This is an optimization exercise on Yosys and OpenROAD, whose aim is small area, not a production implementation. In this exercise RTL edits were held to simulation tests only and were not proved equivalent to the original. Power is estimated from default activity; no workload was simulated.

`flow/design.v`:
```
`default_nettype none
package core_pkg;
	typedef enum logic [3:0] {
		ALU_ADD,
		ALU_SUB,
		ALU_AND,
		ALU_OR,
		ALU_XOR,
		ALU_SLT,
		ALU_SLL,
		ALU_LUI
	} alu_op_t;
	typedef struct packed {
		logic                  valid;
		logic [32-1:0] pc;
		logic [32-1:0] inst;
	} fetch_pkt_t;
	typedef struct packed {
		logic                     valid;
		logic [32-1:0]    pc;
		alu_op_t                  alu_op;
		logic [32-1:0]    op_a;
		logic [32-1:0]    op_b;
		logic                     wen;
		logic [5-1:0] rd;
	} exec_pkt_t;
	typedef struct packed {
		logic                     valid;
		logic [32-1:0]    pc;
		logic                     wen;
		logic [5-1:0] rd;
		logic [32-1:0]    result;
	} wb_pkt_t;
endpackage
`default_nettype wire
`timescale 1ns/1ps
`default_nettype none
module inst_fetch (
	input  wire logic                  clk,
	input  wire logic                  resetn,
	output logic                       inst_req,
	output logic [32-1:0]      inst_addr,
	input  wire logic                  inst_addr_ok,
	input  wire logic                  inst_data_ok,
	input  wire logic [32-1:0] inst_rdata,
	output logic [1:0]                 phase,
	output logic                       clear,     
	output logic                       run,       
	output logic [25:0]                ir,
	output logic [1:0]                 itype,
	output logic                       iwr,
	output logic [32-1:0]      pc,        
	output logic                       traced     
);
	localparam logic [29:0] RESET_WPC = 30'(32'hbfc00000 >> 2);
	logic [29:0] wpc;
	logic [29:0] next_wpc;
	logic        outstanding;
	logic        ir_valid;
	logic        done;
	logic [29:0] carry;
	logic [1:0]  d_itype;
	logic        d_wr;
	logic        load;
	logic        hold;
	assign inst_req  = !outstanding && (!ir_valid || (run && phase[1]));
	always_comb
	begin
		for (int i = 0; i < 30; i++)
			carry[i] = (ir_valid || traced) && &(wpc | (30'h3fffffff << i));
	end
	assign next_wpc  = wpc ^ carry;
	assign inst_addr = {next_wpc, 2'b00};
	assign pc        = {wpc, 2'b00};
	assign done      = run && phase == 2'd3;
	always_ff @(posedge clk)
	begin
		if (!resetn)
		begin
			phase       <= 2'd0;
			clear       <= 1'b1;
			wpc         <= RESET_WPC;
			outstanding <= 1'b0;
			ir_valid    <= 1'b0;
			run         <= 1'b0;
			traced      <= 1'b0;
		end
		else
		begin
			phase <= phase + 2'd1;
			if (phase == 2'd3)
			begin
				clear <= 1'b0;
				run   <= inst_data_ok || (ir_valid && !run);
			end
			traced <= done;
			wpc <= wpc ^ (carry & {30{traced}});
			if (inst_req && inst_addr_ok)
				outstanding <= 1'b1;
			else if (inst_data_ok)
				outstanding <= 1'b0;
			if (inst_data_ok)
				ir_valid <= 1'b1;
			else if (done)
				ir_valid <= 1'b0;
		end
	end
	inst_decode u_decode (
		.inst  (inst_rdata),
		.valid (inst_data_ok),
		.itype (d_itype   ),
		.wr    (d_wr      ),
		.load  (load      ),
		.hold  (hold      )
	);
	always_ff @(posedge clk)
	begin
		ir    <= (inst_rdata[25:0] & {26{load}}) | (ir & {26{hold}});
		itype <= (d_itype & {2{load}}) | (itype & {2{hold}});
		iwr   <= (d_wr && load) || (iwr && hold);
	end
endmodule
`default_nettype wire
`timescale 1ns/1ps
`default_nettype none
module inst_decode (
	input  wire logic [32-1:0] inst,
	input  wire logic                  valid,   
	output logic [1:0]                 itype,   
	output logic                       wr,
	output logic                       load,    
	output logic                       hold     
);
	assign load = valid;
	assign hold = !valid;
	logic [5:0] opcode;
	logic [5:0] funct;
	logic       known;
	logic [4:0] dst;
	assign opcode = inst[31:26];
	assign funct  = inst[5:0];
	always_comb
	begin
		itype = 2'd0;
		known = 1'b0;
		case (opcode)
			6'h00: known = funct == 6'h21 || funct == 6'h23 || funct == 6'h24 || funct == 6'h25 ||
				funct == 6'h26 || funct == 6'h2a || funct == 6'h00;
			6'h09: begin itype = 2'd1; known = 1'b1; end
			6'h0d: begin itype = 2'd2; known = 1'b1; end
			6'h0f: begin itype = 2'd3; known = 1'b1; end
			default: known = 1'b0;
		endcase
		dst = (opcode == 6'h00) ? inst[15:11] : inst[20:16];
		wr  = known && dst != 5'd0;
	end
endmodule
`default_nettype wire
`timescale 1ns/1ps
`default_nettype none
module alu_execute (
	input  wire logic        clk,
	input  wire logic [1:0]  phase,
	input  wire logic [1:0]  itype,     
	input  wire logic [15:0] imm,       
	input  wire logic [7:0]  rs_byte,
	input  wire logic [7:0]  rt_byte,
	output logic [7:0]       result,
	output logic             is_slt,
	output logic             slt        
);
	logic [5:0] funct;
	logic       special;
	logic       lui;
	logic       sub;
	logic       use_sum;
	logic       use_and;
	logic       use_xor;
	logic       use_or;
	logic       use_b;
	logic       use_sll;
	logic [1:0] iph;
	logic [7:0] imm_byte;
	logic [7:0] a;
	logic [7:0] b;
	logic [7:0] bx;
	logic [7:0] g;
	logic [7:0] p;
	logic [7:0] sum;
	logic       cin;
	logic       cout;
	logic       carry;
	logic [7:0] sll;
	assign funct   = imm[5:0];
	assign special = itype == 2'd0;
	assign lui     = itype == 2'd3;
	assign is_slt  = special && funct[3];
	assign sub     = special && funct[1] && !funct[2];
	assign use_sll = special && !funct[5];
	assign use_sum = (special && funct[5] && !funct[3] && !funct[2]) || itype == 2'd1;
	assign use_and = special && funct[5] && funct[2] && funct[1:0] == 2'd0;
	assign use_or  = (special && funct[5] && funct[2] && funct[1:0] == 2'd1) || itype == 2'd2;
	assign use_xor = special && funct[5] && funct[2] && funct[1];
	assign use_b   = lui;
	assign iph = phase ^ {lui, 1'b0};
	always_comb
	begin
		case (iph)
			2'd0: imm_byte = imm[7:0];
			2'd1: imm_byte = imm[15:8];
			default: imm_byte = {8{itype == 2'd1 && imm[15]}};
		endcase
	end
	assign a  = rs_byte;
	assign b  = special ? rt_byte : imm_byte;
	assign bx = b ^ {8{sub}};
	assign g  = a & bx;
	assign p  = a ^ bx;
	assign cin = (phase == 2'd0) ? sub : carry;
	assign {cout, sum} = {1'b0, a} + {1'b0, bx} + {8'h00, cin};
	always_ff @(posedge clk)
		carry <= cout;
	assign slt = (a[7] && !b[7]) || (!(a[7] ^ b[7]) && sum[7]);
	logic [7:0]  prev_rt;
	logic [15:0] funnel;
	logic [7:0]  t, t1, t2;
	logic [1:0]  q;
	assign q = imm[10:9];
	always_comb
	begin
		funnel = {rt_byte, (phase == 2'd0) ? 8'h00 : prev_rt} << imm[8:6];
		t = funnel[15:8];
	end
	always_ff @(posedge clk)
	begin
		prev_rt <= rt_byte;
		t1      <= t;
		if (q != 2'd3 || phase == 2'd1)
			t2 <= t1;
	end
	always_comb
	begin
		case (q)
			2'd0: sll = t;
			2'd1: sll = t1;
			default: sll = t2;
		endcase
		if (q > phase)
			sll = 8'h00;
	end
	assign result = ({8{use_sum}} & sum) | ({8{use_and}} & g) | ({8{use_xor}} & p) |
		({8{use_or}} & (g | p)) | ({8{use_b}} & b) | ({8{use_sll}} & sll);
endmodule
`default_nettype wire
`timescale 1ns/1ps
`default_nettype none
module reg_file (
	input  wire logic                     clk,
	input  wire logic [5-1:0] raddr1,
	input  wire logic [5-1:0] raddr2,
	output logic [7:0]                    rdata1,
	output logic [7:0]                    rdata2,
	input  wire logic                     wr_all,    
	input  wire logic                     wr_one,    
	input  wire logic [5-1:0] waddr,
	input  wire logic [7:0]               wdata,
	input  wire logic                     set_bit0   
);
	logic [32-1:1][7:0] q0, q1, q2, q3;
	logic [32-1:1] we, nwe;
	reg_write_select u_wsel (
		.addr (waddr ),
		.one  (wr_one),
		.all  (wr_all),
		.we   (we    ),
		.nwe  (nwe   )
	);
	genvar r;
	generate
		for (r = 1; r < 32; r++)
		begin : g_reg
			always_ff @(posedge clk)
			begin
				q0[r] <= {q1[r][7:1], q1[r][0] | (we[r] && set_bit0)};
				q1[r] <= q2[r];
				q2[r] <= (wdata & {8{we[r]}}) | (q3[r] & {8{nwe[r]}});
				q3[r] <= q0[r];
			end
		end
	endgenerate
	logic [32-1:1] sel1, sel2;
	reg_select u_sel1 (.addr (raddr1), .sel (sel1));
	reg_select u_sel2 (.addr (raddr2), .sel (sel2));
	reg_read   u_read1 (.sel (sel1), .q (q0), .data (rdata1));
	reg_read   u_read2 (.sel (sel2), .q (q0), .data (rdata2));
endmodule
module reg_write_select (
	input  wire logic [5-1:0] addr,
	input  wire logic                     one,
	input  wire logic                     all,
	output logic [32-1:1]        we,
	output logic [32-1:1]        nwe
);
	always_comb
		for (int i = 1; i < 32; i++)
		begin
			we[i]  = all || (one && addr == i);
			nwe[i] = !we[i];
		end
endmodule
module reg_select (
	input  wire logic [5-1:0] addr,
	output logic [32-1:1]        sel
);
	always_comb
		for (int i = 1; i < 32; i++)
			sel[i] = addr == i;
endmodule
module reg_read (
	input  wire logic [32-1:1]      sel,
	input  wire logic [32-1:1][7:0] q,
	output logic [7:0]                       data
);
	always_comb
	begin
		data = 8'h00;
		for (int i = 1; i < 32; i++)
			data = data | (q[i] & {8{sel[i]}});
	end
endmodule
`default_nettype wire
`timescale 1ns/1ps
`default_nettype none
module cpu_core (
	input  wire logic                  clk,
	input  wire logic                  resetn,
	output logic                       inst_req,
	output logic                       inst_wr,
	output logic [1:0]                 inst_size,
	output logic [32-1:0]      inst_addr,
	output logic [32-1:0]      inst_wdata,
	input  wire logic                  inst_addr_ok,
	input  wire logic                  inst_data_ok,
	input  wire logic [32-1:0] inst_rdata,
	output logic [32-1:0]      debug_wb_pc,
	output logic [3:0]                 debug_wb_rf_wen,
	output logic [4:0]                 debug_wb_rf_wnum,
	output logic [32-1:0]      debug_wb_rf_wdata
);
	logic [1:0]            phase;
	logic                  clear;
	logic                  run;
	logic [25:0]           ir;
	logic [1:0]            itype;
	logic                  iwr;
	logic [32-1:0] pc;
	logic [4:0]            dst;
	logic [7:0]            rs_byte;
	logic [7:0]            rt_byte;
	logic [7:0]            result;
	logic                  is_slt;
	logic                  slt;
	logic                  last;
	logic [31:0]           done_bytes;
	logic                  traced;
	logic                  wr_en;
	logic                  wr_all;
	logic [4:0]            wr_dst;
	assign inst_wr    = 1'b0;
	assign inst_size  = 2'd2;
	assign inst_wdata = '0;
	inst_fetch u_fetch (
		.clk          (clk         ),
		.resetn       (resetn      ),
		.inst_req     (inst_req    ),
		.inst_addr    (inst_addr   ),
		.inst_addr_ok (inst_addr_ok),
		.inst_data_ok (inst_data_ok),
		.inst_rdata   (inst_rdata  ),
		.phase        (phase       ),
		.clear        (clear       ),
		.run          (run         ),
		.ir           (ir          ),
		.itype        (itype       ),
		.iwr          (iwr         ),
		.pc           (pc          ),
		.traced       (traced      )
	);
	assign dst  = (itype == 2'd0) ? ir[15:11] : ir[20:16];
	assign last = phase == 2'd3;
	alu_execute u_execute (
		.clk     (clk       ),
		.phase   (phase     ),
		.itype   (itype     ),
		.imm     (ir[15:0]  ),
		.rs_byte (rs_byte   ),
		.rt_byte (rt_byte   ),
		.result  (result    ),
		.is_slt  (is_slt    ),
		.slt     (slt       )
	);
	always_ff @(posedge clk)
	begin
		done_bytes <= {result & {8{!clear}}, done_bytes[31:9], done_bytes[8] | (last && is_slt && slt)};
		wr_dst     <= dst;
		wr_en      <= resetn && run && iwr;
		wr_all     <= clear;
	end
	reg_file u_regs (
		.clk      (clk                         ),
		.raddr1   (ir[25:21]                   ),
		.raddr2   (ir[20:16]                   ),
		.rdata1   (rs_byte                     ),
		.rdata2   (rt_byte                     ),
		.wr_all   (wr_all                      ),
		.wr_one   (wr_en                       ),
		.waddr    (wr_dst                      ),
		.wdata    (done_bytes[31:24]           ),
		.set_bit0 (run && last && is_slt && slt)
	);
	assign debug_wb_pc       = pc;
	assign debug_wb_rf_wen   = {4{wr_en && phase == 2'd0}};
	assign debug_wb_rf_wnum  = wr_dst;
	assign debug_wb_rf_wdata = done_bytes;
endmodule
`default_nettype wire
```
`flow/flow/run.sh`:
```
#!/bin/bash
# The standard layout (standard.sh, with the standard synthesis
# unchanged), with two changes to how the layout is made:
#  - clock tree: clkbuf_4 buffers, leaf clusters of at most 11 sinks within
#    45 um, and no dummy loads
#  - port buffers: buf_1 (every input and output port still gets one)
# make's full output goes to standard_flow.log in this folder; each ORFS
# step also keeps its own log under orfs/logs/.
set -euo pipefail
here=$(pwd)
export CTS_ARGS="-sink_clustering_enable -repair_clock_nets -dont_use_dummy_load -buf_list sky130_fd_sc_hd__clkbuf_4 -sink_clustering_size 11 -sink_clustering_max_diameter 45"
export BUFFER_PORTS_ARGS="-buffer_cell sky130_fd_sc_hd__buf_1"
bash standard.sh > "$here/standard_flow.log" 2>&1
```
`flow/standard.sh`:
```
#!/bin/bash
# synth_recipe.tcl (not shown) runs the flow's synth.tcl, then flattens the netlist and writes it again
# the make line also repeats each setting of config.mk as NAME=value (left out here)
make -C /OpenROAD-flow-scripts/flow DESIGN_CONFIG=/design/flow/config.mk WORK_HOME=/design/flow/orfs CLKGATE_MAP_FILE= SYNTH_SCRIPT=/design/flow/synth_recipe.tcl "${@:-finish}"
```
`flow/config.mk`:
```
export PLATFORM = sky130hd
export DESIGN_NAME = cpu_core
export DESIGN_NICKNAME = cpu_core
export VERILOG_FILES = /design/flow/design.v
export SDC_FILE = /design/flow/constraint.sdc
export NUM_CORES = 4
export LEC_CHECK = 0
export CAP_MARGIN = 10
export CORE_MARGIN = 2
export CORE_UTILIZATION = 65
export PLACE_DENSITY = 0.75
export SETUP_SLACK_MARGIN = 0.1
export SLEW_MARGIN = 10
export SYNTH_HIERARCHICAL = 1
```
`flow/constraint.sdc`:
```
create_clock -name core_clock -period 6.0 [get_ports {clk}]
set_input_delay 1.2000 -clock core_clock [delete_from_list [all_inputs] [get_ports {clk}]]
set_output_delay 1.2000 -clock core_clock [all_outputs]
set_load 0.01 [all_outputs]
```
==> metrics.md, run 1 <==
| Metric | Value |
|---|---|
| Final Cycle Share | `90.4%` |
| Site Rows | `83` |
| Cts hold-fix bufs | `0` |
| Dpl ws | `~760 ps` |
| Min Hold Slack | `around 230 ps` |
| Worst-Margin Slew | `around 1100 ps` |
| Synth top area share | `66.6%` |
| Total track usage | `about a third` |
| Setup Skew | `between 100 and 150 ps` |
| Crit path top cell by count | `a21o_1` |
| Die Height | `between 200 and 250 microns` |
| Vias/cell | `6.31` |
| Layout fillers | `roughly 3800` |
| Largest cells by area after synthesis | `dfxtp_1 67%, a22o_1 7.7%, a22oi_1 4.4%` |
| Largest stage delay, worst path | `between 600 and 700 ps` |
| First-pass GRT wire length | `135000 microns` |
| Dpl cell area | `approximately 34000 sq um` |
| DP Wirelength | `64600 microns` |
| Syn Area/Cell | `about 13 sq um` |
| CP Buf/Inv Count | `1` |
| WS Path Type | `reg2reg` |
| CP delay by family, top | `simple AND/OR/NAND/NOR gates` |
| Top cell type by total area after synthesis | `dfxtp_1` |
| Post-synth EDFFs | `8` |
| Clock Path Buffers | `3` |
| Largest net degree at the start of global routing | `between 60 and 70` |
| Htree depth | `3` |
| Register bit count reported by yosys | `~1100` |
| Ratio of cells with drive above 1 in the final layout | `between 8 and 9%` |
| Grt ovf | `0` |
| Core Box Area | `51100 sq um` |
| WL per Instance | `~27 microns` |
| CTS Buf Count | `roughly 120` |
| Post-CTS Resized | `0` |
| Yosys warning total | `14` |
| Fin. max-slew vios | `0` |
| Max Cap Viol | `0` |
| Slowest stage cell, crit path | `nor2_1` |
| TritonRoute pass-1 iters | `7` |
| Cells after Synth | `around 2600` |
| Register area | `between 20000 and 25000 sq um` |
| CP Capture Type | `register` |
| Post-Syn Area | `~33000 sq um` |
| Number of setup buffers added after CTS | `0` |
| Post-synthesis sequential area ratio | `just under 70%` |
| CP Launch Type | `register` |
| Detailed Route Iter0 Violations | `2402` |
| Number of I/O port buffers | `around 140` |
| Root Buffer | `clkbuf_4` |
| Max VDD drop | `0.283 mV` |
| Final net count | `between 2000 and 3000` |
| Number of global-route vias before repair | `20600` |
| Fin Setup TNS | `0 ps` |
| Initial cell density of the core | `65.5%` |
| CP Max Fanout | `18` |
| CTS tree | `built` |
| Via count | `roughly 21000` |
| Clk sink count | `around 1100` |
| Slew margin rel. | `between 20% and 30%` |
| Fin. Hold Viols | `0` |
| Clk Latency, worst-skew pair | `940 ps` |
| Area Overhead vs Synth | `3.40%` |
| Final Critical Period | `between 5000 and 6000 ps` |
| GPL Wtd Cong | `1.06` |
| Design area | `around 35000 sq um` |
| Setup ws final | `roughly 570 ps` |
| Status | `finished clean` |
| Critical path cell sequence | `or3b_4 > nor2_1 > a22oi_1 > nand3_1 > or4_1 > nand2_1 > o21ai_0 > xor2_1 > fa_1 > a21oi_1 > o2111ai_1 > o211ai_1 > xnor2_1 > a21o_1 > nand4_1 > nor2_4 > buf_12 > a21o_1` |
| Ys flop type | `dfxtp_1` |
| Fmax | `about 180 MHz` |
| Die width | `231 microns` |
| Leak | `13.7 nW` |
| Final Setup Violations | `0` |
| Multi-input gate area | `between 9000 and 10000 sq um` |
| Critical Path AT | `between 6000 and 7000 ps` |
| Req. time, crit path | `6780 ps` |
| Die area | `roughly 53000 sq um` |
| Initial antenna violation count | `8` |
| DRC viols | `0` |
| Hold WC Path Type | `reg2reg` |
| Asr flop ratio synth | `0%` |
| Synth cell types | `76` |
| I/O Pins | `between 150 and 200` |
| Pwr dens | `approximately 330 nW/um^2` |
| Final WL | `around 90000 microns` |
| Unrepaired setup endpoints after global routing | `false` |
| Clock transition at path regs | `~110 ps` |
| Routed Antenna Nets | `0` |
==> Yosys stat by module (local to each module, per instance) <==
module,times used,cells inside,flip-flops and latches
reg_read,2,190,0
reg_select,2,46,0
inst_decode,1,23,0
reg_file,1,1360,992
inst_fetch,1,317,66
reg_write_select,1,98,0
alu_execute,1,274,24
cpu_core,1,99,39
==> metrics by stage <==
stage	std cells	util (%)	power, W
floorplan	2679	-	0.00823
detailed placement	3265	66.0	0.00841
finish	3386	67.7	0.0113
global placement	3265	66.0	0.00839
global route	3384	67.7	0.0117
CTS	3381	67.7	0.0113
==> Yosys cell counts, drive strengths merged, types with 23 or more instances <==
library cell  count
a22o            295
buf             163
dfxtp          1113
nand4            41
inv              23
nand2            54
clkbuf           94
nor2             91
xor2             29
xnor2            44
and2             23
nor2b            28
a21oi            38
a22oi           196
a21o             60
nand3            62
==> worst paths after layout <==
path                   from              to  slack (ps)  cells past startpoint
min          u_regs.q2[116]  u_regs.q1[116]         230                      0
max reg2reg  u_fetch.ir[17]   u_regs.q0[80]         570                     18
max          u_fetch.ir[17]   u_regs.q0[80]         570                     18
min reg2reg  u_regs.q2[116]  u_regs.q1[116]         230                      0
==> report_power, final <==
part           leakage, nW  total (W)  internal (W)  switching, W
registers             9.08    0.00774       0.00761      0.000138
clock network        0.534    0.00302      0.000885       0.00214
logic                 4.07   0.000517      0.000168      0.000350
==> kinds of logic after synthesis <==
logic type	count (synthesis)	share of synthesized area, %
xor gates and xnor gates	73	1.91
DFF	1121	67.3
muxes	30	1.14
and+or+nand+nor	399	6.75
AOI/OAI and AO/OA	713	17.3
other	3	0.0337
adders and majority gates	24	0.942
buffers and inverters	280	4.66
==> routing by layer <==
metal  track usage [%]  routed length (microns)
met4              15.1                     3880
met2              50.9                    39700
met3              6.98                     7770
met5                 0                       13
met1              48.9                    40800
==> registers in the layout, summed over array words and instances (netlist names), 5 cells and up <==
name               count
done_bytes            32
u_regs.q3            248
u_regs.q1            248
u_regs.q2            248
u_execute.t1           8
u_fetch.ir            26
u_execute.t2           8
u_execute.prev_rt      7
wr_dst                 5
u_fetch.wpc           30
u_regs.q0            248
==> layout by cell type, fill, tap and decap left out, types with 28 or more instances in the layout <==
master    instances
a22oi_1         196
nand2_1          53
nor2b_1          28
nand3_1          61
nor2_1           88
clkbuf_4        116
buf_1           137
nand4_1          40
a21oi_1          38
a21o_1           60
xor2_1           29
conb_1           39
a22o_1          293
dfxtp_1        1104
xnor2_1          44
==> layout make-up <==
type	instances	area share, %
Timing Repair Buffer	163	2.09
Sequential cell	1121	65.1
Inverter	23	0.250
Multi-Input combinational cell	1278	27.5
Antenna cell	5	0.0362
Clock buffer	116	2.52
Tap cell	680	2.46
==> inputs of run 2 (changes only) <==
--- a/flow/design.v
+++ b/flow/design.v
@@ -64,4 +64,5 @@
 	logic        load;
 	logic        hold;
+	logic        untraced;
 	assign inst_req  = !outstanding && (!ir_valid || (run && phase[1]));
 	always_comb
@@ -95,5 +96,5 @@
 			end
 			traced <= done;
-			wpc <= wpc ^ (carry & {30{traced}});
+			wpc <= (next_wpc & {30{traced}}) | (wpc & {30{untraced}});
 			if (inst_req && inst_addr_ok)
 				outstanding <= 1'b1;
@@ -109,4 +110,6 @@
 		.inst  (inst_rdata),
 		.valid (inst_data_ok),
+		.traced   (traced  ),
+		.untraced (untraced),
 		.itype (d_itype   ),
 		.wr    (d_wr      ),
@@ -127,4 +130,6 @@
 	input  wire logic [32-1:0] inst,
 	input  wire logic                  valid,   
+	input  wire logic                  traced,  
+	output logic                       untraced,
 	output logic [1:0]                 itype,   
 	output logic                       wr,
@@ -132,6 +137,7 @@
 	output logic                       hold     
 );
-	assign load = valid;
-	assign hold = !valid;
+	assign load     = valid;
+	assign hold     = !valid;
+	assign untraced = !traced;
 	logic [5:0] opcode;
 	logic [5:0] funct;
==> metrics.md, run 2 <==
| Metric | Value |
|---|---|
| Status | `finished clean (unchanged)` |
| Req. time, crit path | `6830 ps (was 6780 ps)` |
| Largest cells by area after synthesis | `dfxtp_1 67%, a22o_1 7.7%, a22oi_1 4.5% (was dfxtp_1 67%, a22o_1 7.7%, a22oi_1 4.4%)` |
| Initial antenna violation count | `7 (was 8)` |
| CP Buf/Inv Count | `1 (unchanged)` |
| Number of I/O port buffers | `137 (unchanged)` |
| WS Path Type | `reg2reg (unchanged)` |
| Clk sink count | `1121 (unchanged)` |
| Yosys warning total | `14 (unchanged)` |
| Slowest stage cell, crit path | `or4_1 (was nor2_1)` |
| Largest stage delay, worst path | `670 ps (about the same)` |
| Slew margin rel. | `21.3% (was 28.8%)` |
| Worst R2R End | `u_regs.q0[40] (was u_regs.q0[80])` |
| Critical Path AT | `6030 ps (was 6200 ps)` |
| Detailed Route Iter0 Violations | `2460 (was 2402)` |
| Post-synthesis sequential area ratio | `67.5% (was 67.3%)` |
| Synth cell types | `83 (was 76)` |
| Worst-Margin Slew | `1180 ps (was 1070 ps)` |
| Most used standard cell by instance count after synthesis | `dfxtp_1 (unchanged)` |
| DP Wirelength | `65000 microns (was 64600 microns)` |
| Ys flop type | `dfxtp_1 (unchanged)` |
| Synth top area share | `66.8% (was 66.6%)` |
| Asr flop ratio synth | `0% (unchanged)` |
| Final net count | `2728 (was 2763)` |
| Critical path depth | `18 (unchanged)` |
| WL per Instance | `27.4 microns (was 27.2 microns)` |
| Grt ovf | `0 (unchanged)` |
| Routed Antenna Nets | `0 (unchanged)` |
| Post-synth EDFFs | `8 (unchanged)` |
| CTS tree | `built (unchanged)` |
| CP Capture Type | `register (unchanged)` |
| Htree depth | `3 (unchanged)` |
| Number of setup buffers added after CTS | `0 (unchanged)` |
| DRC viols | `0 (unchanged)` |
| Ratio of cells with drive above 1 in the final layout | `8.21% (was 8.22%)` |
| Fin. max-slew vios | `0 (unchanged)` |
| Post-Syn Area | `33300 sq um (was 33500 sq um)` |
| Commonest non-fill, non-tap cell in the layout | `dfxtp_1 (unchanged)` |
| CTS Buf Count | `118 (was 116)` |
| Crit path top cell by count | `a21o_1 (unchanged)` |
| Register bit count reported by yosys | `1121 (unchanged)` |
| Cts hold-fix bufs | `0 (unchanged)` |
| Clock Path Buffers | `3 (unchanged)` |
| TritonRoute pass-1 iters | `8 (was 7)` |
| Die area | `53100 sq um (was 53300 sq um)` |
| Hold WC Path Type | `reg2reg (unchanged)` |
| Pwr dens | `328 nW/um^2 (was 326 nW/um^2)` |
| Fmax | `192 MHz (was 184 MHz)` |
| Vias/cell | `6.43 (was 6.31)` |
| Fin Setup TNS | `0 ps (unchanged)` |
| Via count | `21500 (was 21400)` |
| Area Overhead vs Synth | `3.25% (was 3.40%)` |
| Max VDD drop | `0.274 mV (was 0.283 mV)` |
| Unrepaired setup endpoints after global routing | `false (unchanged)` |
| Top cell type by total area after synthesis | `dfxtp_1 (unchanged)` |
| Leak | `13.6 nW (was 13.7 nW)` |
| Post-CTS Resized | `0 (unchanged)` |
| Dpl ws | `915 ps (was 761 ps)` |
| CP delay by family, top | `simple AND/OR/NAND/NOR gates (unchanged)` |
| Top cells by count, synth | `1113 x dfxtp_1, 294 x a22o_1, 200 x a22oi_1 (was 1113 x dfxtp_1, 293 x a22o_1, 196 x a22oi_1)` |
| First-pass GRT wire length | `135000 microns (about the same)` |
| Largest net degree at the start of global routing | `63 (unchanged)` |
| Number of global-route vias before repair | `20500 (was 20600)` |
| Die Height | `231 microns (about the same)` |
| R2r setup slk | `800 ps (was 570 ps)` |
| Most frequent cells in the layout | `1104 x dfxtp_1, 294 x a22o_1, 200 x a22oi_1, 137 x buf_1, 118 x clkbuf_4 (was 1104 x dfxtp_1, 293 x a22o_1, 196 x a22oi_1, 137 x buf_1, 116 x clkbuf_4)` |
| Fin. Hold Viols | `0 (unchanged)` |
| R2R depth | `18 (unchanged)` |
| Cells after Synth | `2615 (was 2643)` |
| Root Buffer | `clkbuf_4 (unchanged)` |
| Total track usage | `34.4% (was 34.3%)` |
| CP Launch Type | `register (unchanged)` |
| Final Cycle Share | `86.7% (was 90.4%)` |
| Worst setup path start | `u_fetch.ir[20] (was u_fetch.ir[17])` |
| Final WL | `91800 microns (was 92200 microns)` |
| Final Setup Violations | `0 (unchanged)` |
| Syn Area/Cell | `12.8 sq um (was 12.7 sq um)` |
| Clk Latency, worst-skew pair | `960 ps (was 940 ps)` |
| Final Critical Period | `5200 ps (was 5430 ps)` |
| Core Box Area | `51000 sq um (was 51100 sq um)` |
| Critical path capture point | `u_regs.q0[40] (was u_regs.q0[80])` |
| Setup ws final | `795 ps (was 574 ps)` |
| Initial cell density of the core | `65.4% (was 65.5%)` |
| Die width | `231 microns (about the same)` |
| Critical path cell sequence | `nand2b_1 > nor2_1 > a222oi_1 > nand3_1 > or4_1 > nand2_1 > o21ai_0 > xor2_1 > fa_1 > a21oi_1 > o2111ai_1 > o211ai_1 > xnor2_1 > a21o_1 > nand4_1 > nor2_4 > buf_4 > a21o_1 (was or3b_4 > nor2_1 > a22oi_1 > nand3_1 > or4_1 > nand2_1 > o21ai_0 > xor2_1 > fa_1 > a21oi_1 > o2111ai_1 > o211ai_1 > xnor2_1 > a21o_1 > nand4_1 > nor2_4 > buf_12 > a21o_1)` |
| CP Max Fanout | `31 (was 18)` |
| Reg-to-Reg Start | `u_fetch.ir[20] (was u_fetch.ir[17])` |
| Site Rows | `83 (unchanged)` |
| Setup Skew | `125 ps (was 126 ps)` |
| Clock transition at path regs | `110 ps (about the same)` |
| Max Cap Viol | `0 (unchanged)` |
| I/O Pins | `177 (unchanged)` |
| GPL Wtd Cong | `1.05 (was 1.06)` |
==> run 2: cell count changes after synthesis, sizes merged, moves of 4 or more <==
cell,delta
a21oi,+6
a221o,+9
a22oi,+4
and2,-19
and3,-7
nand2,-13
nand3,-7
nor2,+5
nor2b,-5
o21ai,+12
o31ai,+7
xnor2,-12
xor2,-11
==> run 2: cells by family (layout without fill, tap and decap cells) <==
group	after synthesis	after routing	share of synthesized area [%]
flip-flops	1121	1121	67.5
AO/OA/AOI/OAI	755	755	18.3
AND/OR/NAND/NOR	351	351	6.06
buffers and inverters	280	296	4.66
XOR/XNOR	50	50	1.34
multiplexers	32	32	1.20
adder cells (fa/ha/maj)	23	23	0.908
other	3	45	0.0338
==> run 2: layer usage <==
layer | vias up | GRT usage (%) | routed length, microns
met5 | - | 0 | 27
met4 | 4 | 14.2 | 4020
met3 | 231 | 6.16 | 6810
met2 | 1134 | 51.3 | 39900
met1 | 10700 | 49.7 | 41000
li1 | 9519 | - | -
==> run 2: area by class of cell <==
type	instances	area [sq um]
fillers	3696	16600
clock buffers	118	886
flip-flops and latches	1121	22500
diodes	6	15.0
multi-input cells	1250	9410
inverters	24	90.1
well taps	680	851
repair buffers	154	642
==> run 2: stage by stage <==
step	power, W	hold WS, ps	instances	cell area, sq um	util (%)
6_report	0.0113	264	3353	34400	67.5
5_1_grt	0.0117	256	3351	34400	67.5
4_1_cts	0.0113	262	3347	34400	67.5
3_5_place_dp	0.00840	312	3229	33500	65.8
3_3_place_gp	0.00839	310	3229	33500	65.8
2_1_floorplan	0.00823	310	2651	33500	-
==> run 2: power by group <==
part           total (W)  switching [W]  internal (W)  leakage [nW]
Sequential       0.00776       0.000151       0.00761          9.08
Combinational   0.000500       0.000336      0.000163          3.97
Clock            0.00303        0.00213      0.000900         0.543
==> run 2: modules after synthesis, one instance, submodules excluded <==
module,area (sq um),flops+latches
cpu_core,1220,39
alu_execute,2440,24
reg_write_select,653,0
inst_fetch,2880,66
reg_file,22800,992
reg_read,1360,0
reg_select,218,0
inst_decode,148,0
==> run 2: worst min-delay path by stage <==
stage | startpoint | to | slack, ps | cells past startpoint
2_1_floorplan | u_regs.q1[100] | u_regs.q0[100] | 310 | 0
3_3_place_gp | u_regs.q2[78] | u_regs.q1[78] | 310 | 0
3_5_place_dp | u_regs.q1[55] | u_regs.q0[55] | 310 | 0
4_1_cts | u_regs.q1[166] | u_regs.q0[166] | 260 | 0
5_1_grt | u_regs.q2[183] | u_regs.q1[183] | 260 | 0
6_report | u_regs.q1[166] | u_regs.q0[166] | 260 | 0
==> inputs of run 3 (changes only) <==
==> flow/flow/run.sh (replaced) <==
#!/bin/bash
# The standard layout (standard.sh, with the standard synthesis
# unchanged), with three changes to how the layout is made:
#  - clock tree: clkbuf_4 buffers, leaf clusters of at most 11 sinks within
#    45 um, and no dummy loads
#  - port buffers: buf_1 (every input and output port still gets one, except
#    the constant outputs, which the standard flow leaves unbuffered too)
#  - tie cells: each synthesis tie cell is kept as it is, not copied once
#    per load
# make's full output goes to standard_flow.log in this folder; each ORFS
# step also keeps its own log under orfs/logs/.
set -euo pipefail
here=$(pwd)
export CTS_ARGS="-sink_clustering_enable -repair_clock_nets -dont_use_dummy_load -buf_list sky130_fd_sc_hd__clkbuf_4 -sink_clustering_size 11 -sink_clustering_max_diameter 45"
export BUFFER_PORTS_ARGS="-buffer_cell sky130_fd_sc_hd__buf_1"
export SKIP_REPAIR_TIE_FANOUT=1
bash standard.sh > "$here/standard_flow.log" 2>&1
==> metrics.md, run 3 <==
| Metric | Value |
|---|---|
| Status | `finished clean (unchanged)` |
| Initial antenna violation count | `5 (was 7)` |
| Largest cells by area after synthesis | `dfxtp_1 67%, a22o_1 7.7%, a22oi_1 4.5% (unchanged)` |
| Post-synthesis sequential area ratio | `67.5% (unchanged)` |
| Max VDD drop | `0.218 mV (was 0.274 mV)` |
| Placed insts | `3195 (was 3229)` |
| Site Rows | `83 (unchanged)` |
| I/O Pins | `177 (unchanged)` |
| CP Capture Type | `register (unchanged)` |
| Ys flop type | `dfxtp_1 (unchanged)` |
| Core Box Area | `51000 sq um (unchanged)` |
| Hold WC Path Type | `reg2reg (unchanged)` |
| TritonRoute pass-1 iters | `10 (was 8)` |
| Clk Latency, worst-skew pair | `960 ps (about the same)` |
| Final Setup Violations | `0 (unchanged)` |
| Number of global-route vias before repair | `20600 (was 20500)` |
| Met3 usage | `5.94% (was 6.16%)` |
| Critical path capture point | `u_regs.q0[24] (was u_regs.q0[40])` |
| Adder and majority gate portion of the synthesized area | `0.908% (unchanged)` |
| Post-synthesis xor/xnor area fraction | `1.34% (unchanged)` |
| Max Cap Viol | `0 (unchanged)` |
| Asr flop ratio synth | `0% (unchanged)` |
| Slew margin rel. | `21.8% (was 21.3%)` |
| Fin Setup TNS | `0 ps (unchanged)` |
| Setup Skew | `140 ps (was 125 ps)` |
| Critical Path AT | `6050 ps (was 6030 ps)` |
| Most frequent cells in the layout | `1104 x dfxtp_1, 294 x a22o_1, 200 x a22oi_1, 137 x buf_1, 118 x clkbuf_4 (unchanged)` |
| Post-CTS Resized | `0 (unchanged)` |
| Final std cells w/o fill | `3315 (was 3353)` |
| Met1 GRT Util | `51.2% (was 49.7%)` |
| Worst setup path start | `u_fetch.ir[20] (unchanged)` |
| R2r setup slk | `770 ps (was 800 ps)` |
| CP Max Fanout | `31 (unchanged)` |
| Grt ovf | `0 (unchanged)` |
| Via count | `21400 (was 21500)` |
| Post-synth EDFFs | `8 (unchanged)` |
| Clock Path Buffers | `3 (unchanged)` |
| DP Wirelength | `63900 microns (was 65000 microns)` |
| Multi-input gate area | `9280 sq um (was 9410 sq um)` |
| Clock transition at path regs | `110 ps (about the same)` |
| Complex-gate fraction of the synthesized area | `18.3% (unchanged)` |
| Detailed Route Iter0 Violations | `2162 (was 2460)` |
| Die width | `231 microns (unchanged)` |
| Layout fillers | `3734 (was 3696)` |
| Syn Area/Cell | `12.8 sq um (unchanged)` |
| Initial cell density of the core | `65.4% (unchanged)` |
| DRC viols | `0 (unchanged)` |
| Top cells by count, synth | `1113 x dfxtp_1, 294 x a22o_1, 200 x a22oi_1 (unchanged)` |
| Largest net degree at the start of global routing | `63 (unchanged)` |
| Reg-to-Reg Start | `u_fetch.ir[20] (unchanged)` |
| Clk sink count | `1121 (unchanged)` |
| Fin. max-slew vios | `0 (unchanged)` |
| Die Height | `231 microns (unchanged)` |
| Root Buffer | `clkbuf_4 (unchanged)` |
| Final Critical Period | `5230 ps (was 5200 ps)` |
| Final WL | `92700 microns (was 91800 microns)` |
| Main combinational cell family by area after synthesis | `compound AO/OA/AOI/OAI gates (unchanged)` |
| Post-Syn Area | `33300 sq um (unchanged)` |
| Leak | `13.5 nW (was 13.6 nW)` |
| WL per Instance | `28.0 microns (was 27.4 microns)` |
| Number of setup buffers added after CTS | `0 (unchanged)` |
| Synth Area in Simple Gates | `6.06% (unchanged)` |
| Synth cell types | `83 (unchanged)` |
| R2R depth | `18 (unchanged)` |
| Ratio of cells with drive above 1 in the final layout | `8.43% (was 8.21%)` |
| Area Overhead vs Synth | `2.86% (was 3.25%)` |
| Worst R2R End | `u_regs.q0[24] (was u_regs.q0[40])` |
| Top cell type by total area after synthesis | `dfxtp_1 (unchanged)` |
| Worst-Margin Slew | `1170 ps (was 1180 ps)` |
| CTS tree | `built (unchanged)` |
| Req. time, crit path | `6820 ps (was 6830 ps)` |
| Met2 GRT Util | `50.7% (was 51.3%)` |
| Unrepaired setup endpoints after global routing | `false (unchanged)` |
| Pwr dens | `330 nW/um^2 (was 328 nW/um^2)` |
| Total track usage | `34.8% (was 34.4%)` |
| Register area | `22500 sq um (unchanged)` |
| Fmax | `191 MHz (was 192 MHz)` |
| Busiest metal layer after global routing | `met1 (was met2)` |
| Number of I/O port buffers | `137 (unchanged)` |
| Die area | `53100 sq um (unchanged)` |
| Routed Antenna Nets | `0 (unchanged)` |
| Commonest non-fill, non-tap cell in the layout | `dfxtp_1 (unchanged)` |
| Htree depth | `3 (unchanged)` |
| WS Path Type | `reg2reg (unchanged)` |
| CTS Buf Count | `118 (unchanged)` |
| First-pass GRT wire length | `137000 microns (was 135000 microns)` |
| Vias/cell | `6.46 (was 6.43)` |
| Cts hold-fix bufs | `0 (unchanged)` |
| Synth top area share | `66.8% (unchanged)` |
| Hold Path Stages | `0 (unchanged)` |
| Final net count | `2694 (was 2728)` |
| Cells after Synth | `2615 (unchanged)` |
| Most used standard cell by instance count after synthesis | `dfxtp_1 (unchanged)` |
| Yosys warning total | `14 (unchanged)` |
| Register bit count reported by yosys | `1121 (unchanged)` |
| Post-synthesis mux area share | `1.20% (unchanged)` |
| CP Launch Type | `register (unchanged)` |
| GPL Wtd Cong | `1.03 (was 1.05)` |
| Fin. Hold Viols | `0 (unchanged)` |
| Final Cycle Share | `87.1% (was 86.7%)` |
==> run 3: kinds of logic after synthesis <==
logic type | after synthesis
xor gates and xnor gates | 50
and+or+nand+nor | 351
DFF | 1121
AOI/OAI and AO/OA | 755
adders and majority gates | 23
muxes | 32
other | 3
buffers and inverters | 280
==> run 3: worst min path at each step <==
stage	startpoint	to	slack [ps]
after global routing	u_regs.q2[17]	u_regs.q1[17]	280
after global placement	u_regs.q2[16]	u_regs.q1[16]	310
after floorplan	u_regs.q1[100]	u_regs.q0[100]	310
after CTS	u_regs.q2[72]	u_regs.q1[72]	270
after detailed placement	u_regs.q1[29]	u_regs.q0[29]	310
final	u_regs.q2[72]	u_regs.q1[72]	280
==> run 3: layout make-up <==
class,count,area share [%]
diodes,2,0.0146
clock buffers,118,2.58
inverters,24,0.263
multi-input cells,1214,27.1
flip-flops and latches,1121,65.7
well taps,680,2.48
repair buffers,156,1.92
==> run 3: critical path, stage by stage (launching register included) <==
cell and delay (ps):
dfxtp_1 400, nand2b_1 370, nor2_1 260, a222oi_1 370, nand3_1 190, or4_1 700, nand2_1 110, o21ai_0 150
xor2_1 210, fa_1 450, a21oi_1 290, o2111ai_1 180, o211ai_1 150, xnor2_1 180, a21o_1 150, nand4_1 190
nor2_4 150, buf_4 490, a21o_1 200
==> run 3: modules after synthesis (local to each module, per instance) <==
module | cell area, sq um | cells
alu_execute | 2440 | 274
cpu_core | 1220 | 99
inst_decode | 148 | 24
inst_fetch | 2880 | 288
reg_file | 22800 | 1360
reg_read | 1360 | 190
reg_select | 218 | 46
reg_write_select | 653 | 98
==> run 3: through the flow <==
step / power [W] / area [sq um] / setup WS (ps) / utilization [%] / hold slack, ps
3_5_place_dp: 0.00841 / 33400 / 897 / 65.5 / 312
4_1_cts: 0.0113 / 34300 / 885 / 67.3 / 268
5_1_grt: 0.0117 / 34300 / 446 / 67.3 / 285
2_1_floorplan: 0.00823 / 33300 / 1740 / - / 310
3_3_place_gp: 0.00840 / 33400 / 1000 / 65.5 / 310
6_report: 0.0113 / 34300 / 772 / 67.3 / 276
==> run 3: report_power, final <==
group / internal, W / total, W / leakage, nW / switching (W)
combinational: 0.000165 / 0.000514 / 3.86 / 0.000349
sequential: 0.00761 / 0.00775 / 9.08 / 0.000146
clock: 0.000899 / 0.00304 / 0.543 / 0.00214
==> run 3: metal layers <==
| layer | routed length [microns] | up-vias |
|---|---|---|
| li1 | - | 9473 |
| met1 | 42200 | 10600 |
| met2 | 39600 | 1092 |
| met3 | 7010 | 218 |
| met4 | 3800 | 4 |
| met5 | 31 | - |
==> inputs of run 4 (changes only) <==
--- a/flow/config.mk
+++ b/flow/config.mk
@@ -9,5 +9,5 @@
 export CORE_MARGIN = 2
 export CORE_UTILIZATION = 65
-export PLACE_DENSITY = 0.75
+export PLACE_DENSITY = 0.7
 export SETUP_SLACK_MARGIN = 0.1
 export SLEW_MARGIN = 10
==> metrics.md, run 4 <==
| Metric | Value |
|---|---|
| Clk Latency, worst-skew pair | `960 ps (about the same)` |
| WL per Instance | `28.2 microns (was 28.0 microns)` |
| Cells after Synth | `2615 (unchanged)` |
| First-pass GRT wire length | `136000 microns (was 137000 microns)` |
| TritonRoute pass-1 iters | `7 (was 10)` |
| Clock Path Buffers | `3 (unchanged)` |
| P_sw | `0.00260 W (was 0.00264 W)` |
| Cts hold-fix bufs | `0 (unchanged)` |
| Length of routed met3 wiring | `7610 microns (was 7010 microns)` |
| Largest net degree at the start of global routing | `37 (was 63)` |
| Number of I/O port buffers | `137 (unchanged)` |
| I/O Pins | `177 (unchanged)` |
| WL met2 | `42200 microns (was 39600 microns)` |
| Final Setup Violations | `0 (unchanged)` |
| Total track usage | `34.9% (was 34.8%)` |
| Commonest non-fill, non-tap cell in the layout | `dfxtp_1 (unchanged)` |
| CP delay by family, top | `simple AND/OR/NAND/NOR gates (unchanged)` |
| DRC viols | `0 (unchanged)` |
| DRT met1 WL | `40600 microns (was 42200 microns)` |
| Unrepaired setup endpoints after global routing | `false (unchanged)` |
| Max VDD drop | `0.252 mV (was 0.218 mV)` |
| Sequential share of power | `68.9% (was 68.6%)` |
| Ys flop type | `dfxtp_1 (unchanged)` |
| Worst-Margin Slew | `1320 ps (was 1170 ps)` |
| Register bit count reported by yosys | `1121 (unchanged)` |
| Synth top area share | `66.8% (unchanged)` |
| Die area | `53100 sq um (unchanged)` |
| Slowest stage cell, crit path | `or4_1 (unchanged)` |
| Initial cell density of the core | `65.4% (unchanged)` |
| Max Cap Viol | `0 (unchanged)` |
| Placed insts | `3196 (was 3195)` |
| Detailed Route Iter0 Violations | `2597 (was 2162)` |
| Reg-to-Reg Start | `u_fetch.ir[19] (was u_fetch.ir[20])` |
| Hold WC Path Type | `reg2reg (unchanged)` |
| Grt ovf | `0 (unchanged)` |
| Critical Path AT | `6110 ps (was 6050 ps)` |
| Largest stage delay, worst path | `670 ps (was 700 ps)` |
| Routed Antenna Nets | `0 (unchanged)` |
| WS Path Type | `reg2reg (unchanged)` |
| Post-synthesis sequential area ratio | `67.5% (unchanged)` |
| Number of global-route vias before repair | `20400 (was 20600)` |
| Die Height | `231 microns (unchanged)` |
| Sw Ratio | `23.1% (was 23.3%)` |
| Pwr dens | `328 nW/um^2 (was 330 nW/um^2)` |
| Via count | `21400 (about the same)` |
| Largest cells by area after synthesis | `dfxtp_1 67%, a22o_1 7.7%, a22oi_1 4.5% (unchanged)` |
| Ratio of cells with drive above 1 in the final layout | `8.40% (was 8.43%)` |
| Hold Path Origin | `u_regs.q1[17] (was u_regs.q2[72])` |
| Fin. max-slew vios | `0 (unchanged)` |
| Site Rows | `83 (unchanged)` |
| Combinational power share | `4.5% (about the same)` |
| Most frequent cells in the layout | `1104 x dfxtp_1, 294 x a22o_1, 200 x a22oi_1, 137 x buf_1, 116 x clkbuf_4 (was 1104 x dfxtp_1, 294 x a22o_1, 200 x a22oi_1, 137 x buf_1, 118 x clkbuf_4)` |
| Root Buffer | `clkbuf_4 (unchanged)` |
| Worst setup path start | `u_fetch.ir[19] (was u_fetch.ir[20])` |
| CTS tree | `built (unchanged)` |
| Initial antenna violation count | `4 (was 5)` |
| Area Overhead vs Synth | `2.89% (was 2.86%)` |
| Post-CTS Resized | `0 (unchanged)` |
| Htree depth | `3 (unchanged)` |
| Leak | `13.5 nW (about the same)` |
| Post-synth EDFFs | `8 (unchanged)` |
| Clk sink count | `1121 (unchanged)` |
| Final std cells w/o fill | `3316 (was 3315)` |
| Yosys warning total | `14 (unchanged)` |
| Top cells by count, synth | `1113 x dfxtp_1, 294 x a22o_1, 200 x a22oi_1 (unchanged)` |
| Critical path cell sequence | `nand2b_1 > nor2_1 > a221oi_2 > nand3_1 > or4_1 > nand2_1 > o21ai_0 > xor2_1 > fa_1 > a21oi_1 > o2111ai_1 > o211ai_1 > xnor2_1 > a21o_1 > nand4_1 > nor2_4 > buf_4 > a21o_1 (was nand2b_1 > nor2_1 > a222oi_1 > nand3_1 > or4_1 > nand2_1 > o21ai_0 > xor2_1 > fa_1 > a21oi_1 > o2111ai_1 > o211ai_1 > xnor2_1 > a21o_1 > nand4_1 > nor2_4 > buf_4 > a21o_1)` |
| Vias/cell | `6.46 (about the same)` |
| CP Capture Type | `register (unchanged)` |
| Top layer in use | `met5 (unchanged)` |
| Die width | `231 microns (unchanged)` |
| CP Max Fanout | `31 (unchanged)` |
| Core Box Area | `51000 sq um (unchanged)` |
| Synth cell types | `83 (unchanged)` |
| CP Launch Type | `register (unchanged)` |
| Setup Skew | `143 ps (was 140 ps)` |
| Asr flop ratio synth | `0% (unchanged)` |
| Status | `finished clean (unchanged)` |
| Final WL | `93500 microns (was 92700 microns)` |
| Int Power | `0.00866 W (was 0.00867 W)` |
| Final net count | `2693 (was 2694)` |
| Final Critical Period | `5300 ps (was 5230 ps)` |
| Req. time, crit path | `6810 ps (was 6820 ps)` |
| Clock transition at path regs | `120 ps (was 110 ps)` |
| DP Wirelength | `66100 microns (was 63900 microns)` |
| Syn Area/Cell | `12.8 sq um (unchanged)` |
| Fin. Hold Viols | `0 (unchanged)` |
| Crit path top cell by count | `a21o_1 (unchanged)` |
| Post-Syn Area | `33300 sq um (unchanged)` |
| Slew margin rel. | `11.9% (was 21.8%)` |
| CTS Buf Count | `116 (was 118)` |
| Clock share of power | `26.6% (was 26.9%)` |
| GPL Wtd Cong | `1.04 (was 1.03)` |
| Fmax | `189 MHz (was 191 MHz)` |
| Number of setup buffers added after CTS | `0 (unchanged)` |
| Layout fillers | `3606 (was 3734)` |
| Top cell type by total area after synthesis | `dfxtp_1 (unchanged)` |
| CP Buf/Inv Count | `1 (unchanged)` |
| Most used standard cell by instance count after synthesis | `dfxtp_1 (unchanged)` |
| Fin Setup TNS | `0 ps (unchanged)` |
| Final Cycle Share | `88.4% (was 87.1%)` |
-- run 4: per-module statistics from Yosys, one instance, submodules excluded --
module	flip-flops and latches	times used	area, sq um
alu_execute	24	1	2440
reg_read	0	2	1360
reg_file	992	1	22800
reg_select	0	2	218
inst_decode	0	1	148
inst_fetch	66	1	2880
reg_write_select	0	1	653
cpu_core	39	1	1220
-- run 4: path summary, 6_finish.rpt --
kind | endpoint | slack [ps] | depth (start not counted)
hold reg to reg | u_regs.q0[17] | 250 | 0
hold / removal | u_regs.q0[17] | 250 | 0
setup / recovery | u_regs.q0[64] | 700 | 18
setup reg to reg | u_regs.q0[64] | 700 | 18
-- run 4: final cells by class --
cell class                      count  area (sq um)  area share [%]
Tap cell                          680           851            2.48
Clock buffer                      116           871            2.54
Multi-Input combinational cell   1214          9290            27.1
Inverter                           24          90.1           0.263
Antenna cell                        4          10.0          0.0292
Sequential cell                  1121         22500            65.7
Timing Repair Buffer              157           664            1.94
-- run 4: stage by stage --
stage / area [sq um] / util [%] / power [W] / worst slack, ps / hold WS, ps
3_3_place_gp: 33400 / 65.6 / 0.00840 / 970 / 310
5_1_grt: 34300 / 67.3 / 0.0116 / 451 / 219
6_report: 34300 / 67.3 / 0.0113 / 698 / 248
3_5_place_dp: 33400 / 65.6 / 0.00841 / 873 / 312
4_1_cts: 34300 / 67.3 / 0.0113 / 821 / 214
2_1_floorplan: 33300 / - / 0.00823 / 1740 / 310
-- run 4: logic make-up (layout without fill, tap and decap cells) --
kind of cell	Yosys count	count (layout)	synth area share, %
adders and majority gates	23	23	0.908
xor gates and xnor gates	50	50	1.34
AOI/OAI and AO/OA	755	755	18.3
muxes	32	32	1.20
buffers and inverters	280	297	4.66
DFF	1121	1121	67.5
other	3	7	0.0338
and+or+nand+nor	351	351	6.06
-- run 4: power groups by stage --
stage	sequential [W]	combinational, W	clock (W)
floorplan	0.00784	0.000394	0
global placement	0.00791	0.000485	0
detailed placement	0.00792	0.000494	0
CTS	0.00775	0.000497	0.00303
global route	0.00777	0.000543	0.00333
finish	0.00775	0.000510	0.00300
-- run 4: metal layers --
metal / vias to the layer above / track usage, %
met4: 2 / 11.2
met2: 1117 / 54.6
met5: - / 0
li1: 9486 / -
met1: 10600 / 49.5
met3: 191 / 6.34
==> inputs of run 5 (changes only) <==
--- a/flow/design.v
+++ b/flow/design.v
@@ -311,6 +311,6 @@
 		for (int i = 1; i < 32; i++)
 		begin
-			we[i]  = all || (one && addr == i);
-			nwe[i] = !we[i];
+			we[i]  = one && addr == i;
+			nwe[i] = !we[i] && !all;
 		end
 endmodule
@@ -408,5 +408,5 @@
 	always_ff @(posedge clk)
 	begin
-		done_bytes <= {result & {8{!clear}}, done_bytes[31:9], done_bytes[8] | (last && is_slt && slt)};
+		done_bytes <= {result, done_bytes[31:9], done_bytes[8] | (last && is_slt && slt)};
 		wr_dst     <= dst;
 		wr_en      <= resetn && run && iwr;
--- a/flow/config.mk
+++ b/flow/config.mk
@@ -9,5 +9,5 @@
 export CORE_MARGIN = 2
 export CORE_UTILIZATION = 65
-export PLACE_DENSITY = 0.7
+export PLACE_DENSITY = 0.75
 export SETUP_SLACK_MARGIN = 0.1
 export SLEW_MARGIN = 10
==> metrics.md, run 5 <==
| Metric | Value |
|---|---|
| Commonest non-fill, non-tap cell in the layout | `dfxtp_1 (unchanged)` |
| Ratio of cells with drive above 1 in the final layout | `8.07% (was 8.40%)` |
| Post-Syn Area | `33200 sq um (was 33300 sq um)` |
| Critical path capture point | `u_regs.q0[8] (was u_regs.q0[64])` |
| Met1 GRT Util | `49.1% (was 49.5%)` |
| Die width | `230 microns (was 231 microns)` |
| Reg-to-Reg Start | `u_fetch.ir[18] (was u_fetch.ir[19])` |
| Slew margin rel. | `26.5% (was 11.9%)` |
| GPL Wtd Cong | `1.02 (was 1.04)` |
| Vias/cell | `6.41 (was 6.46)` |
| Asr flop ratio synth | `0% (unchanged)` |
| DRC viols | `0 (unchanged)` |
| Register bit count reported by yosys | `1121 (unchanged)` |
| Hold Path Origin | `u_regs.q2[215] (was u_regs.q1[17])` |
| CP Max Fanout | `31 (unchanged)` |
| Post-synth EDFFs | `8 (unchanged)` |
| Final Critical Period | `5430 ps (was 5300 ps)` |
| CP Launch Type | `register (unchanged)` |
| Post-synthesis mux area share | `1.06% (was 1.20%)` |
| Met3 usage | `8.16% (was 6.34%)` |
| Synth cell types | `85 (was 83)` |
| Syn Area/Cell | `12.7 sq um (was 12.8 sq um)` |
| Via count | `21300 (was 21400)` |
| Routed Antenna Nets | `0 (unchanged)` |
| Top cell type by total area after synthesis | `dfxtp_1 (unchanged)` |
| CP Capture Type | `register (unchanged)` |
| Worst R2R End | `u_regs.q0[8] (was u_regs.q0[64])` |
| Number of I/O port buffers | `137 (unchanged)` |
| Die Height | `230 microns (was 231 microns)` |
| Req. time, crit path | `6780 ps (was 6810 ps)` |
| CTS tree | `built (unchanged)` |
| Area Overhead vs Synth | `3.11% (was 2.89%)` |
| Clk sink count | `1121 (unchanged)` |
| Final Cycle Share | `90.4% (was 88.4%)` |
| Synth Area in Simple Gates | `6.85% (was 6.06%)` |
| Fin. Hold Viols | `0 (unchanged)` |
| Final Setup Violations | `0 (unchanged)` |
| TritonRoute pass-1 iters | `7 (unchanged)` |
| Detailed Route Iter0 Violations | `2327 (was 2597)` |
| DP Wirelength | `65800 microns (was 66100 microns)` |
| Pwr dens | `328 nW/um^2 (about the same)` |
| Fin Setup TNS | `0 ps (unchanged)` |
| Status | `finished clean (unchanged)` |
| Busiest metal layer after global routing | `met2 (unchanged)` |
| Met2 GRT Util | `53.0% (was 54.6%)` |
| Final WL | `93800 microns (was 93500 microns)` |
| Post-CTS Resized | `0 (unchanged)` |
| Complex-gate fraction of the synthesized area | `17.6% (was 18.3%)` |
| R2r setup slk | `570 ps (was 700 ps)` |
| Top cells by count, synth | `1113 x dfxtp_1, 293 x a22o_1, 200 x a22oi_1 (was 1113 x dfxtp_1, 294 x a22o_1, 200 x a22oi_1)` |
| Leak | `13.4 nW (was 13.5 nW)` |
| Fmax | `184 MHz (was 189 MHz)` |
| Post-synthesis sequential area ratio | `67.8% (was 67.5%)` |
| Total design power | `0.0112 W (was 0.0113 W)` |
| Root Buffer | `clkbuf_4 (unchanged)` |
| Most frequent cells in the layout | `1105 x dfxtp_1, 293 x a22o_1, 200 x a22oi_1, 137 x buf_1, 128 x nor2_1 (was 1104 x dfxtp_1, 294 x a22o_1, 200 x a22oi_1, 137 x buf_1, 116 x clkbuf_4)` |
| Post-synthesis xor/xnor area fraction | `1.34% (about the same)` |
| Largest cells by area after synthesis | `dfxtp_1 67%, a22o_1 7.7%, a22oi_1 4.5% (unchanged)` |
| Core Box Area | `50300 sq um (was 51000 sq um)` |
| R2R depth | `18 (unchanged)` |
| Final net count | `2713 (was 2693)` |
| Die area | `52900 sq um (was 53100 sq um)` |
| Most used standard cell by instance count after synthesis | `dfxtp_1 (unchanged)` |
| Clock transition at path regs | `110 ps (was 120 ps)` |
| Cts hold-fix bufs | `0 (unchanged)` |
| I/O Pins | `177 (unchanged)` |
| Adder and majority gate portion of the synthesized area | `0.911% (was 0.908%)` |
| WS Path Type | `reg2reg (unchanged)` |
| Unrepaired setup endpoints after global routing | `false (unchanged)` |
| Min Hold Slack | `279 ps (was 248 ps)` |
| Worst setup path start | `u_fetch.ir[18] (was u_fetch.ir[19])` |
| Ys flop type | `dfxtp_1 (unchanged)` |
| Site Rows | `82 (was 83)` |
| Worst-Margin Slew | `1100 ps (was 1320 ps)` |
| Yosys warning total | `14 (unchanged)` |
| Clock Path Buffers | `3 (unchanged)` |
| Number of setup buffers added after CTS | `0 (unchanged)` |
| Fin. max-slew vios | `0 (unchanged)` |
| Htree depth | `3 (unchanged)` |
| Hold Path Stages | `0 (unchanged)` |
| Grt ovf | `0 (unchanged)` |
| WL per Instance | `28.2 microns (about the same)` |
| Clk Latency, worst-skew pair | `960 ps (about the same)` |
| Max VDD drop | `0.238 mV (was 0.252 mV)` |
| Critical Path AT | `6210 ps (was 6110 ps)` |
| Largest net degree at the start of global routing | `35 (was 37)` |
| Main combinational cell family by area after synthesis | `compound AO/OA/AOI/OAI gates (unchanged)` |
| Number of global-route vias before repair | `21000 (was 20400)` |
| Setup Skew | `115 ps (was 143 ps)` |
| CTS Buf Count | `119 (was 116)` |
| Total track usage | `35.2% (was 34.9%)` |
| Initial antenna violation count | `6 (was 4)` |
| First-pass GRT wire length | `137000 microns (was 136000 microns)` |
| Cells after Synth | `2622 (was 2615)` |
| Max Cap Viol | `0 (unchanged)` |
| Initial cell density of the core | `66.1% (was 65.4%)` |
| Synth top area share | `67.1% (was 66.8%)` |
| Hold WC Path Type | `reg2reg (unchanged)` |
## run 5: cell types whose count changed in the layout (fill, tap and decap cells not counted), moves of 8 or more
cell     before  now
a21oi_1      44   54
a31oi_1      15    3
nor2b_1      23   15
a21o_1       60   39
nor2_1       93  128
## run 5: kinds of logic after synthesis
group	count (synthesis)
other	3
and+or+nand+nor	401
muxes	30
xor gates and xnor gates	50
AOI/OAI and AO/OA	727
buffers and inverters	267
DFF	1121
adders and majority gates	23
## run 5: layout make-up
type / count / area (sq um)
antenna: 6 / 15.0
clock buffer: 119 / 893
fill: 3593 / 16000
inverter: 24 / 90.1
multi-input combinational: 1234 / 9240
sequential: 1121 / 22500
tap: 672 / 841
timing repair buffer: 154 / 642
## run 5: through the flow
stage | util [%] | cell area, sq um | worst slack (ps) | cells
3_5_place_dp | 66.3 | 33300 | 756 | 3205
4_1_cts | 68.1 | 34200 | 728 | 3324
3_3_place_gp | 66.3 | 33300 | 886 | 3205
2_1_floorplan | - | 33200 | 1490 | 2622
5_1_grt | 68.1 | 34200 | 379 | 3327
6_report | 68.1 | 34300 | 573 | 3330
## run 5: routing by layer
metal	wire length (microns)	vias up	part of all wire, %
met2	40800	1136	44
met4	4240	4	4.5
met5	23	-	0.025
met3	7870	231	8.4
met1	40900	10500	44
li1	-	9501	-
## run 5: power breakdown
group	internal (W)	leakage (nW)	switching (W)	total, W
Combinational	0.000141	3.77	0.000429	0.000570
Sequential	0.00751	9.07	0.000109	0.00762
Clock	0.000907	0.548	0.00212	0.00303
Total	0.00856	13.4	0.00266	0.0112
## run 5: worst max-delay path, stage by stage (launching register included)
cell,delay (ps)
dfxtp_1,510
or3b_4,450
nor2_1,850
a221oi_2,120
nand3_1,170
or4_1,260
nand2_1,70
o21ai_0,180
xor2_1,170
fa_1,440
a21o_1,210
and4_1,240
nor4b_2,410
nor4b_1,110
or3_1,360
nand4_1,160
nor2_4,40
buf_4,270
a21o_1,240
## run 5: worst min-delay path by stage
stage and to:
3_5_place_dp u_regs.q0[100], 5_1_grt u_regs.q1[165], 3_3_place_gp u_regs.q1[179], 4_1_cts u_regs.q1[208], 2_1_floorplan u_regs.q0[100], 6_report u_regs.q1[215]
## run 5: Yosys stat by module, one instance, submodules excluded
module            cells inside  area [sq um]
reg_write_select            99           542
cpu_core                    91          1170
inst_decode                 24           148
reg_file                  1360         22800
inst_fetch                 288          2880
alu_execute                288          2480
reg_select                  46           218
reg_read                   190          1360
==> inputs of run 6 (changes only) <==
--- a/flow/config.mk
+++ b/flow/config.mk
@@ -9,5 +9,5 @@
 export CORE_MARGIN = 2
 export CORE_UTILIZATION = 65
-export PLACE_DENSITY = 0.75
+export PLACE_DENSITY = 0.7
 export SETUP_SLACK_MARGIN = 0.1
 export SLEW_MARGIN = 10
==> metrics.md, run 6 <==
| Metric | Value |
|---|---|
| Final Critical Period | `5540 ps (was 5430 ps)` |
| Combinational power share | `5.2% (was 5.1%)` |
| Worst-Margin Slew | `1140 ps (was 1100 ps)` |
| WS Path Type | `reg2reg (unchanged)` |
| Req. time, crit path | `6860 ps (was 6780 ps)` |
| Htree depth | `3 (unchanged)` |
| Fmax | `181 MHz (was 184 MHz)` |
| Largest cells by area after synthesis | `dfxtp_1 67%, a22o_1 7.7%, a22oi_1 4.5% (unchanged)` |
| Setup Skew | `77.4 ps (was 115 ps)` |
| Most used standard cell by instance count after synthesis | `dfxtp_1 (unchanged)` |
| Die area | `52900 sq um (unchanged)` |
| Post-synthesis sequential area ratio | `67.8% (unchanged)` |
| Cells after Synth | `2622 (unchanged)` |
| TritonRoute pass-1 iters | `10 (was 7)` |
| Total track usage | `34.8% (was 35.2%)` |
| CP Max Fanout | `31 (unchanged)` |
| Yosys warning total | `14 (unchanged)` |
| Clock Path Buffers | `3 (unchanged)` |
| Total design power | `0.0112 W (about the same)` |
| Post-CTS Resized | `0 (unchanged)` |
| I/O Pins | `177 (unchanged)` |
| Final Cycle Share | `92.3% (was 90.4%)` |
| Clock share of power | `27.1% (was 27.0%)` |
| Asr flop ratio synth | `0% (unchanged)` |
| Sequential share of power | `67.6% (was 67.9%)` |
| Die Height | `230 microns (unchanged)` |
| Final net count | `2710 (was 2713)` |
| Sw Ratio | `24.0% (was 23.7%)` |
| Int Power | `0.00855 W (was 0.00856 W)` |
| Top cell type by total area after synthesis | `dfxtp_1 (unchanged)` |
| Setup ws final | `463 ps (was 573 ps)` |
| Fin. max-slew vios | `0 (unchanged)` |
| Number of global-route vias before repair | `21100 (was 21000)` |
| Synth cell types | `85 (unchanged)` |
| Critical Path AT | `6400 ps (was 6210 ps)` |
| Max VDD drop | `0.235 mV (was 0.238 mV)` |
| Synth top area share | `67.1% (unchanged)` |
| Clock transition at path regs | `110 ps (about the same)` |
| Fin. Hold Viols | `0 (unchanged)` |
| Detailed Route Iter0 Violations | `2427 (was 2327)` |
| Clk sink count | `1121 (unchanged)` |
| WL per Instance | `27.9 microns (was 28.2 microns)` |
| Area Overhead vs Synth | `3.04% (was 3.11%)` |
| Grt ovf | `0 (unchanged)` |
| Hold WC Path Type | `reg2reg (unchanged)` |
| CTS Buf Count | `117 (was 119)` |
| Leak | `13.4 nW (about the same)` |
| Max Cap Viol | `0 (unchanged)` |
| Most frequent cells in the layout | `1104 x dfxtp_1, 293 x a22o_1, 200 x a22oi_1, 137 x buf_1, 128 x nor2_1 (was 1105 x dfxtp_1, 293 x a22o_1, 200 x a22oi_1, 137 x buf_1, 128 x nor2_1)` |
| Via count | `21500 (was 21300)` |
| Core Box Area | `50300 sq um (unchanged)` |
| Top cells by count, synth | `1113 x dfxtp_1, 293 x a22o_1, 200 x a22oi_1 (unchanged)` |
| Ratio of cells with drive above 1 in the final layout | `7.97% (was 8.07%)` |
| Number of setup buffers added after CTS | `0 (unchanged)` |
| Pwr dens | `328 nW/um^2 (about the same)` |
| P_sw | `0.00269 W (was 0.00266 W)` |
| DP Wirelength | `64700 microns (was 65800 microns)` |
| Ys flop type | `dfxtp_1 (unchanged)` |
| Unrepaired setup endpoints after global routing | `false (unchanged)` |
| Fin Setup TNS | `0 ps (unchanged)` |
| Site Rows | `82 (unchanged)` |
| CP Launch Type | `register (unchanged)` |
| Final WL | `92800 microns (was 93800 microns)` |
| Initial cell density of the core | `66.1% (unchanged)` |
| Vias/cell | `6.46 (was 6.41)` |
| Die width | `230 microns (unchanged)` |
| Dpl ws | `641 ps (was 756 ps)` |
| Number of I/O port buffers | `137 (unchanged)` |
| DRC viols | `0 (unchanged)` |
| Status | `finished clean (unchanged)` |
| Final Setup Violations | `0 (unchanged)` |
| Post-Syn Area | `33200 sq um (unchanged)` |
| Cts hold-fix bufs | `0 (unchanged)` |
| Root Buffer | `clkbuf_4 (unchanged)` |
| Clk Latency, worst-skew pair | `950 ps (was 960 ps)` |
| GPL Wtd Cong | `1.02 (about the same)` |
| First-pass GRT wire length | `136000 microns (was 137000 microns)` |
| Post-synth EDFFs | `8 (unchanged)` |
| CP Capture Type | `register (unchanged)` |
| Slew margin rel. | `23.5% (was 26.5%)` |
| Routed Antenna Nets | `0 (unchanged)` |
| Commonest non-fill, non-tap cell in the layout | `dfxtp_1 (unchanged)` |
| Register bit count reported by yosys | `1121 (unchanged)` |
| Initial antenna violation count | `5 (was 6)` |
| Syn Area/Cell | `12.7 sq um (unchanged)` |
| CTS tree | `built (unchanged)` |
| Layout fillers | `3584 (was 3593)` |
| Largest net degree at the start of global routing | `35 (unchanged)` |
run 6: cell counts after synthesis:
No cell type changed its count.
run 6: kinds of logic after synthesis:
group | share of synthesized area [%]
compound gates | 17.6
xor+xnor | 1.34
fa+ha+maj | 0.911
buf+inv | 4.41
flops | 67.8
mux | 1.06
other cells | 0.0339
simple gates | 6.85
run 6: power groups by stage:
stage / logic [W] / registers, W / clock network [W]
2_1_floorplan: 0.000384 / 0.00775 / 0
3_3_place_gp: 0.000566 / 0.00776 / 0
3_5_place_dp: 0.000571 / 0.00777 / 0
4_1_cts: 0.000573 / 0.00760 / 0.00307
5_1_grt: 0.000612 / 0.00761 / 0.00337
6_report: 0.000589 / 0.00760 / 0.00305
run 6: worst max-delay path, stage by stage, from the launching register on:
cell	delay, ps
dfxtp_1	440
nand2b_1	380
nor2_1	300
a221oi_2	310
nand3_1	180
or4_1	740
nand2_1	110
o21ai_0	150
xor2_1	210
fa_1	450
a21o_1	230
and4_1	230
nor4b_2	380
o211a_1	200
or3_1	100
nand4_1	180
nor2_4	140
buf_4	490
a21o_1	210
run 6: layout make-up:
cell class                      instances  area (sq um)  area share, %
Tap cell                              672           841           2.46
Timing Repair Buffer                  153           634           1.85
Antenna cell                            5          12.5         0.0366
Multi-Input combinational cell       1234          9240           27.0
Clock buffer                          117           878           2.57
Inverter                               24          90.1          0.263
Sequential cell                      1121         22500           65.8
run 6: stage by stage:
stage,instances,utilization (%),hold WS [ps],cell area (sq um)
2_1_floorplan,2622,-,310,33200
3_3_place_gp,3204,66.3,310,33300
3_5_place_dp,3204,66.3,312,33300
4_1_cts,3321,68.1,286,34200
5_1_grt,3325,68.1,289,34200
6_report,3326,68.1,307,34200
run 6: final timing paths:
check                       from        endpoint  slack, ps  depth (start not counted)
setup / recovery  u_fetch.ir[20]  u_regs.q0[152]        460                         18
hold / removal     u_regs.q1[92]   u_regs.q0[92]        310                          0
setup reg to reg  u_fetch.ir[20]  u_regs.q0[152]        460                         18
hold reg to reg    u_regs.q1[92]   u_regs.q0[92]        310                          0
run 6: layer usage:
layer / vias to the layer above / wire length, microns / global-route usage (%)
li1: 9476 / - / -
met1: 10600 / 39100 / 47.3
met2: 1149 / 41200 / 53.5
met3: 263 / 8280 / 8.32
met4: 4 / 4120 / 15.0
met5: - / 24 / 0
run 6: Yosys stat by module, one instance, submodules excluded:
| module | copies in the design | flip-flops and latches |
|---|---|---|
| reg_read | 2 | 0 |
| inst_fetch | 1 | 66 |
| reg_write_select | 1 | 0 |
| alu_execute | 1 | 24 |
| reg_select | 2 | 0 |
| cpu_core | 1 | 39 |
| reg_file | 1 | 992 |
| inst_decode | 1 | 0 |

Check on run 6: ideal ports give 0.463 ns setup slack; a clkbuf_16 on the clock port and buf_2 on the inputs give 0.463 ns; moving port delays by the midpoint clock arrival (0.962 ns) as well gives 0.463 ns.
